Source: an optimization exercise on an open RTL-to-GDS flow (aim: small area). Production flows keep margins and buffers that such runs may drop.
The RTL was checked by simulation tests, not by an equivalence proof against the original design.
No driver is modelled on the clock port, so clocking that relies on it looks cheaper here than on a real chip.
Power figures rest on the tool's default switching activity, not on a simulated workload.

==> flow/design.v <==
`default_nettype none
package uart_pkg;
    localparam int DATA_BITS = 8;
    typedef logic [DATA_BITS - 1 : 0] uart_byte_t;
endpackage
`default_nettype wire
`default_nettype none
package monitor_pkg;
    localparam int ADDR_BITS = 8;
    localparam int MEM_DEPTH = 1 << ADDR_BITS;
    typedef logic [ADDR_BITS - 1 : 0] addr_t;
    typedef logic [7:0]               word_t;
    typedef enum logic [7:0] {
        CMD_READ  = 8'hA3,
        CMD_WRITE = 8'h5C,
        CMD_PING  = 8'hF0
    } cmd_t;
    localparam word_t PING_REPLY = 8'hAA;
endpackage
`default_nettype wire
`timescale 1ns/1ps
`default_nettype none
module monitor_ram (
    input  logic                clk,
    input  monitor_pkg::word_t  wdata,
    input  logic                we,
    output monitor_pkg::word_t  head
);
    localparam int W = 8 * monitor_pkg::MEM_DEPTH;
    logic [W - 1 : 0] ring;
    assign head = ring[7:0];
    always_ff @(posedge clk) begin
        ring <= {(we ? wdata : ring[7:0]), ring[W - 1 : 8]};
    end
endmodule
`default_nettype wire
`timescale 1ns/1ps
`default_nettype none
module command_monitor (
    input  logic                 clk,
    input  logic                 rst,
    input  logic [9:0]           clk_per_bit,
    input  logic                 rxd,
    output logic                 txd,
    output monitor_pkg::word_t   mem_wdata,
    output logic                 mem_we,
    input  monitor_pkg::word_t   mem_head
);
    localparam logic [9:0] SAMPLE_AT = 10'd8;
    typedef enum logic [1:0] {
        M_IDLE,      
        M_RX,        
        M_WAIT,      
        M_TX         
    } mode_t;
    typedef enum logic [1:0] {
        C_OTHER,
        C_READ,
        C_WRITE,
        C_PING
    } cls_t;
    mode_t              mode;
    cls_t               cls;
    logic               rx_prev;
    logic [9:0]         cnt;
    logic [9:0]         sr;
    logic [1:0]         fpos;
    monitor_pkg::addr_t addr;
    monitor_pkg::word_t wdata;
    monitor_pkg::addr_t ptr;
    logic               wr_pend;
    logic tick;
    logic match;
    logic rx_done;
    logic tx_done;
    monitor_pkg::word_t rx_byte;
    assign tick    = (cnt == 10'd1);
    assign match   = (ptr == addr);
    assign rx_byte = sr[9:2];
    assign rx_done = !sr[1];
    assign tx_done = (sr[9:1] == 9'd0);
    assign txd       = sr[0];
    assign mem_wdata = wdata;
    assign mem_we    = wr_pend && match;
    always_ff @(posedge clk) begin
        rx_prev <= rxd;
    end
    always_ff @(posedge clk) begin
        ptr <= {ptr[6:0], ptr[7] ^ ptr[5] ^ ptr[4] ^ ptr[3] ^ (ptr[6:0] == 7'd0)};
    end
    always_ff @(posedge clk) begin
        if (rst) begin
            mode    <= M_IDLE;
            fpos    <= '0;
            wr_pend <= 1'b0;
            sr[0]   <= 1'b1;
        end else begin
            if (mem_we) begin
                wr_pend <= 1'b0;
            end
            case (mode)
                M_IDLE: begin
                    if (rx_prev && !rxd) begin
                        mode <= M_RX;
                        sr   <= '1;
                    end
                end
                M_RX: begin
                    if (rx_done) begin
                        mode <= M_IDLE;
                        case (fpos)
                            2'd0: begin
                                fpos <= 2'd1;
                                case (rx_byte)
                                    monitor_pkg::CMD_READ:  cls <= C_READ;
                                    monitor_pkg::CMD_WRITE: cls <= C_WRITE;
                                    monitor_pkg::CMD_PING:  cls <= C_PING;
                                    default:                cls <= C_OTHER;
                                endcase
                            end
                            2'd1: begin
                                fpos <= 2'd2;
                                addr <= rx_byte;
                            end
                            default: begin
                                fpos <= 2'd0;
                                if (cls == C_WRITE) begin
                                    wdata   <= rx_byte;
                                    wr_pend <= 1'b1;
                                end
                                if (cls == C_READ || cls == C_PING) begin
                                    mode <= M_WAIT;
                                end
                            end
                        endcase
                    end else if (tick) begin
                        sr <= {rxd, sr[9:1]};
                    end
                end
                M_WAIT: begin
                    if (match) begin
                        mode <= M_TX;
                        sr   <= {1'b1, (cls == C_PING) ? monitor_pkg::PING_REPLY : mem_head, 1'b0};
                    end
                end
                M_TX: begin
                    if (tx_done) begin
                        mode <= M_IDLE;
                    end else if (tick) begin
                        sr <= {1'b0, sr[9:1]};
                    end
                end
                default: mode <= M_IDLE;
            endcase
        end
    end
    always_ff @(posedge clk) begin
        if (mode == M_IDLE && rx_prev && !rxd) begin
            cnt <= SAMPLE_AT;
        end else if (tick || mode == M_WAIT) begin
            cnt <= clk_per_bit;
        end else begin
            cnt <= cnt - 1'b1;
        end
    end
endmodule
`default_nettype wire
`timescale 1ns/1ps
`default_nettype none
module uart_monitor_top #(
    parameter int CLK_BITS  = 10,
    parameter int STOP_BITS = 1
) (
    input  logic                    clk,
    input  logic                    rst,
    input  logic [CLK_BITS - 1 : 0] clk_per_bit,
    input  logic                    uart_rx,
    output logic                    uart_tx
);
    monitor_pkg::word_t mem_wdata;
    logic               mem_we;
    monitor_pkg::word_t mem_head;
    command_monitor command_monitor_i (
        .clk        (clk),
        .rst        (rst),
        .clk_per_bit(clk_per_bit),
        .rxd        (uart_rx),
        .txd        (uart_tx),
        .mem_wdata  (mem_wdata),
        .mem_we     (mem_we),
        .mem_head   (mem_head)
    );
    monitor_ram monitor_ram_i (
        .clk  (clk),
        .wdata(mem_wdata),
        .we   (mem_we),
        .head (mem_head)
    );
endmodule
`default_nettype wire
export LEC_CHECK = 0
export CAP_MARGIN = 40
export CORE_MARGIN = 2
export CORE_UTILIZATION = 60
export PLACE_DENSITY = 0.7
export SLEW_MARGIN = 30
create_clock -name core_clock -period 10.0 [get_ports {clk}]
standard.sh (not shown) runs the stock make flow with config.mk's settings and CLKGATE_MAP_FILE= SYNTH_SCRIPT=/design/flow/synth_recipe.tcl, a recipe that flattens the netlist after the stock synthesis.
==> flow/flow/run.sh <==
#!/bin/bash
# The standard layout (standard.sh) with two changes:
# - clock tree synthesis: leaf clusters of at most 12 flip-flops within 40 um,
#   driven by clkbuf_4, and no dummy loads;
# - port buffers are buf_1.
# All ORFS output goes to standard.log in this folder.
export CTS_ARGS="-sink_clustering_enable -repair_clock_nets -sink_clustering_size 13 -sink_clustering_max_diameter 40 -buf_list sky130_fd_sc_hd__clkbuf_4 -dont_use_dummy_load"
export BUFFER_PORTS_ARGS="-buffer_cell sky130_fd_sc_hd__buf_1"
bash standard.sh > standard.log 2>&1
Then changed:
==> flow/flow/run.sh (replaced) <==
#!/bin/bash
# The standard layout (standard.sh) with two changes to clock tree
# synthesis: no dummy loads, and flow/post_cts.tcl upsizes clock buffers
# whose loads would see too high a slew. ORFS output goes to standard.log.
export CTS_ARGS="-sink_clustering_enable -repair_clock_nets -sink_clustering_size 14 -sink_clustering_max_diameter 35 -buf_list sky130_fd_sc_hd__clkbuf_4 -dont_use_dummy_load"
export POST_CTS_TCL="$PWD/flow/post_cts.tcl"
bash standard.sh > standard.log 2>&1
==> flow/flow/post_cts.tcl (new file) <==
set target 0.118
set bigger [dict create \
  sky130_fd_sc_hd__clkbuf_1 sky130_fd_sc_hd__clkbuf_2 \
  sky130_fd_sc_hd__clkbuf_2 sky130_fd_sc_hd__clkbuf_4 \
  sky130_fd_sc_hd__clkbuf_4 sky130_fd_sc_hd__clkbuf_8 \
  sky130_fd_sc_hd__clkbuf_8 sky130_fd_sc_hd__clkbuf_16]
for {set iter 0} {$iter < 4} {incr iter} {
  estimate_parasitics -placement
  set fixed 0
  foreach inst [get_cells *] {
    set ref [get_property $inst ref_name]
    if {![dict exists $bigger $ref]} continue
    set w 0
    foreach opin [get_pins -of_objects $inst -filter "direction == output"] {
      foreach net [get_nets -of_objects $opin] {
        foreach p [get_pins -of_objects $net -filter "direction == input"] {
          set s [get_property $p slew_max]
          if {$s > $w} {set w $s}
        }
      }
    }
    if {$w > $target} {
      replace_cell $inst [dict get $bigger $ref]
      incr fixed
    }
  }
  puts "post_cts: iteration $iter upsized $fixed clock buffers"
  if {$fixed == 0} break
  detailed_placement
}
estimate_parasitics -placement
--- a/flow/config.mk
+++ b/flow/config.mk
@@ -11 +11,3 @@
-export PLACE_DENSITY = 0.7
+export CTS_BUF_LIST = sky130_fd_sc_hd__clkbuf_8
+export CTS_CLUSTER_DIAMETER = 40
+export CTS_CLUSTER_SIZE = 20
After rerunning:
- wire length came out lower slightly
- die area does not change
- clock power went up by about a fifth
Then changed:
==> flow/flow/run.sh (replaced) <==
#!/bin/bash
# The standard layout (standard.sh) with two changes:
# - clock tree synthesis: leaf clusters of at most 12 flip-flops within 40 um,
#   driven by clkbuf_4, and no dummy loads;
# - port buffers are buf_1.
# All ORFS output goes to standard.log in this folder.
export CTS_ARGS="-sink_clustering_enable -repair_clock_nets -sink_clustering_size 12 -sink_clustering_max_diameter 40 -buf_list sky130_fd_sc_hd__clkbuf_4 -dont_use_dummy_load"
export BUFFER_PORTS_ARGS="-buffer_cell sky130_fd_sc_hd__buf_1"
bash standard.sh > standard.log 2>&1
--- a/flow/config.mk
+++ b/flow/config.mk
@@ -11,3 +11 @@
-export CTS_BUF_LIST = sky130_fd_sc_hd__clkbuf_8
-export CTS_CLUSTER_DIAMETER = 40
-export CTS_CLUSTER_SIZE = 20
+export PLACE_DENSITY = 0.7
removed: flow/flow/post_cts.tcl
Maximum frequency goes up by a few percent.
Synthesized cell count does not change.
Global-route usage goes up by 0.16 points.
Synthesized area stays the same.
Core utilization goes down by 1.1 points.
Final cell count goes up slightly.
Via count goes down slightly.
Cell area goes down slightly.
Setup slack gets better by 0.24 ns.
Total power goes down by a few percent.
Count of clock-buffer cells in the layout goes up by 8.
Then changed:
==> flow/flow/run.sh (replaced) <==
#!/bin/bash
export CTS_ARGS="-sink_clustering_enable -repair_clock_nets -sink_clustering_size 16 -sink_clustering_max_diameter 40 -buf_list {sky130_fd_sc_hd__clkbuf_4 sky130_fd_sc_hd__clkbuf_8} -dont_use_dummy_load"
export BUFFER_PORTS_ARGS="-buffer_cell sky130_fd_sc_hd__buf_1"
bash standard.sh > standard.log 2>&1
--- a/flow/config.mk
+++ b/flow/config.mk
@@ -11 +11,3 @@
-export PLACE_DENSITY = 0.7
+export CTS_BUF_LIST = sky130_fd_sc_hd__clkbuf_8
+export CTS_CLUSTER_DIAMETER = 40
+export CTS_CLUSTER_SIZE = 20
=>
- first-iteration DRC count went down by 14%
- die area does not change
- core utilization grows by 1.0 points
- synthesized area stays the same
- clock-buffer cell count shrinks by 38
- non-clock buffer count stays the same
- clock power goes up by 18%
- register-to-register slack got worse by 0.24 ns
- wire length came out lower by 2.6%
Then changed:
==> flow/flow/run.sh (replaced) <==
#!/bin/bash
export CTS_ARGS="-sink_clustering_enable -repair_clock_nets -sink_clustering_size 12 -sink_clustering_max_diameter 30 -buf_list sky130_fd_sc_hd__clkbuf_4 -dont_use_dummy_load"
bash standard.sh > standard.log 2>&1
=> Routed wire length is higher by 1.5%; via count is higher by 2.4%; sequential cell count stays the same; sequential power stays flat; fmax is lower by about 16%; final area is lower by 0.95%; setup slack degrades by 0.63 ns; critical path depth does not change; synthesized cell count is unchanged.
Then changed:
==> flow/flow/run.sh (replaced) <==
#!/bin/bash
export CTS_ARGS="-sink_clustering_enable -repair_clock_nets -sink_clustering_size 12 -sink_clustering_max_diameter 60 -buf_list sky130_fd_sc_hd__clkbuf_4 -dont_use_dummy_load"
export BUFFER_PORTS_ARGS="-buffer_cell sky130_fd_sc_hd__buf_1"
bash standard.sh > standard.log 2>&1
The changed run finished clean; area after synthesis does not change; cell count fell by 1.1%; power fell by 1.7%; final area fell by 0.78%; register-to-register slack is worse by 0.04 ns.

## afterwards: timing with drivers on the ports
Ports are ideal in the flow. The routed layouts listed here were re-timed in OpenROAD. Step 1, drivers: a clkbuf_16 drives clk and a buf_2 each remaining input, both assumed. Step 2 also shifts input and output timing later by t, the mid clock arrival at the registers, as if the neighbouring blocks saw the same clock. Three values: ideal, step 1, step 2; two values: the first two.
run | t (ns) | setup slack, ns | worst setup path at the end
the first run | 0.995 | 6.528 / 6.472 / 6.117 | input to register
the second run | 0.736 | 6.318 / 6.255 / 5.580 | input to register
the third run | 1.010 | 6.554 / 6.498 / 6.116 | input to register
the fourth run | 0.801 | 6.674 / 6.615 / 5.952 | input to register
the fifth run | 1.026 | 6.049 / 5.988 / 5.562 | input to register
the sixth run | 1.028 | 6.411 / 6.350 / 5.978 | input to register
After both steps setup and hold are still met in every run listed. For the second run, which loses most, drivers alone change the setup slack by -0.063 ns; drivers and shift together by -0.738 ns.
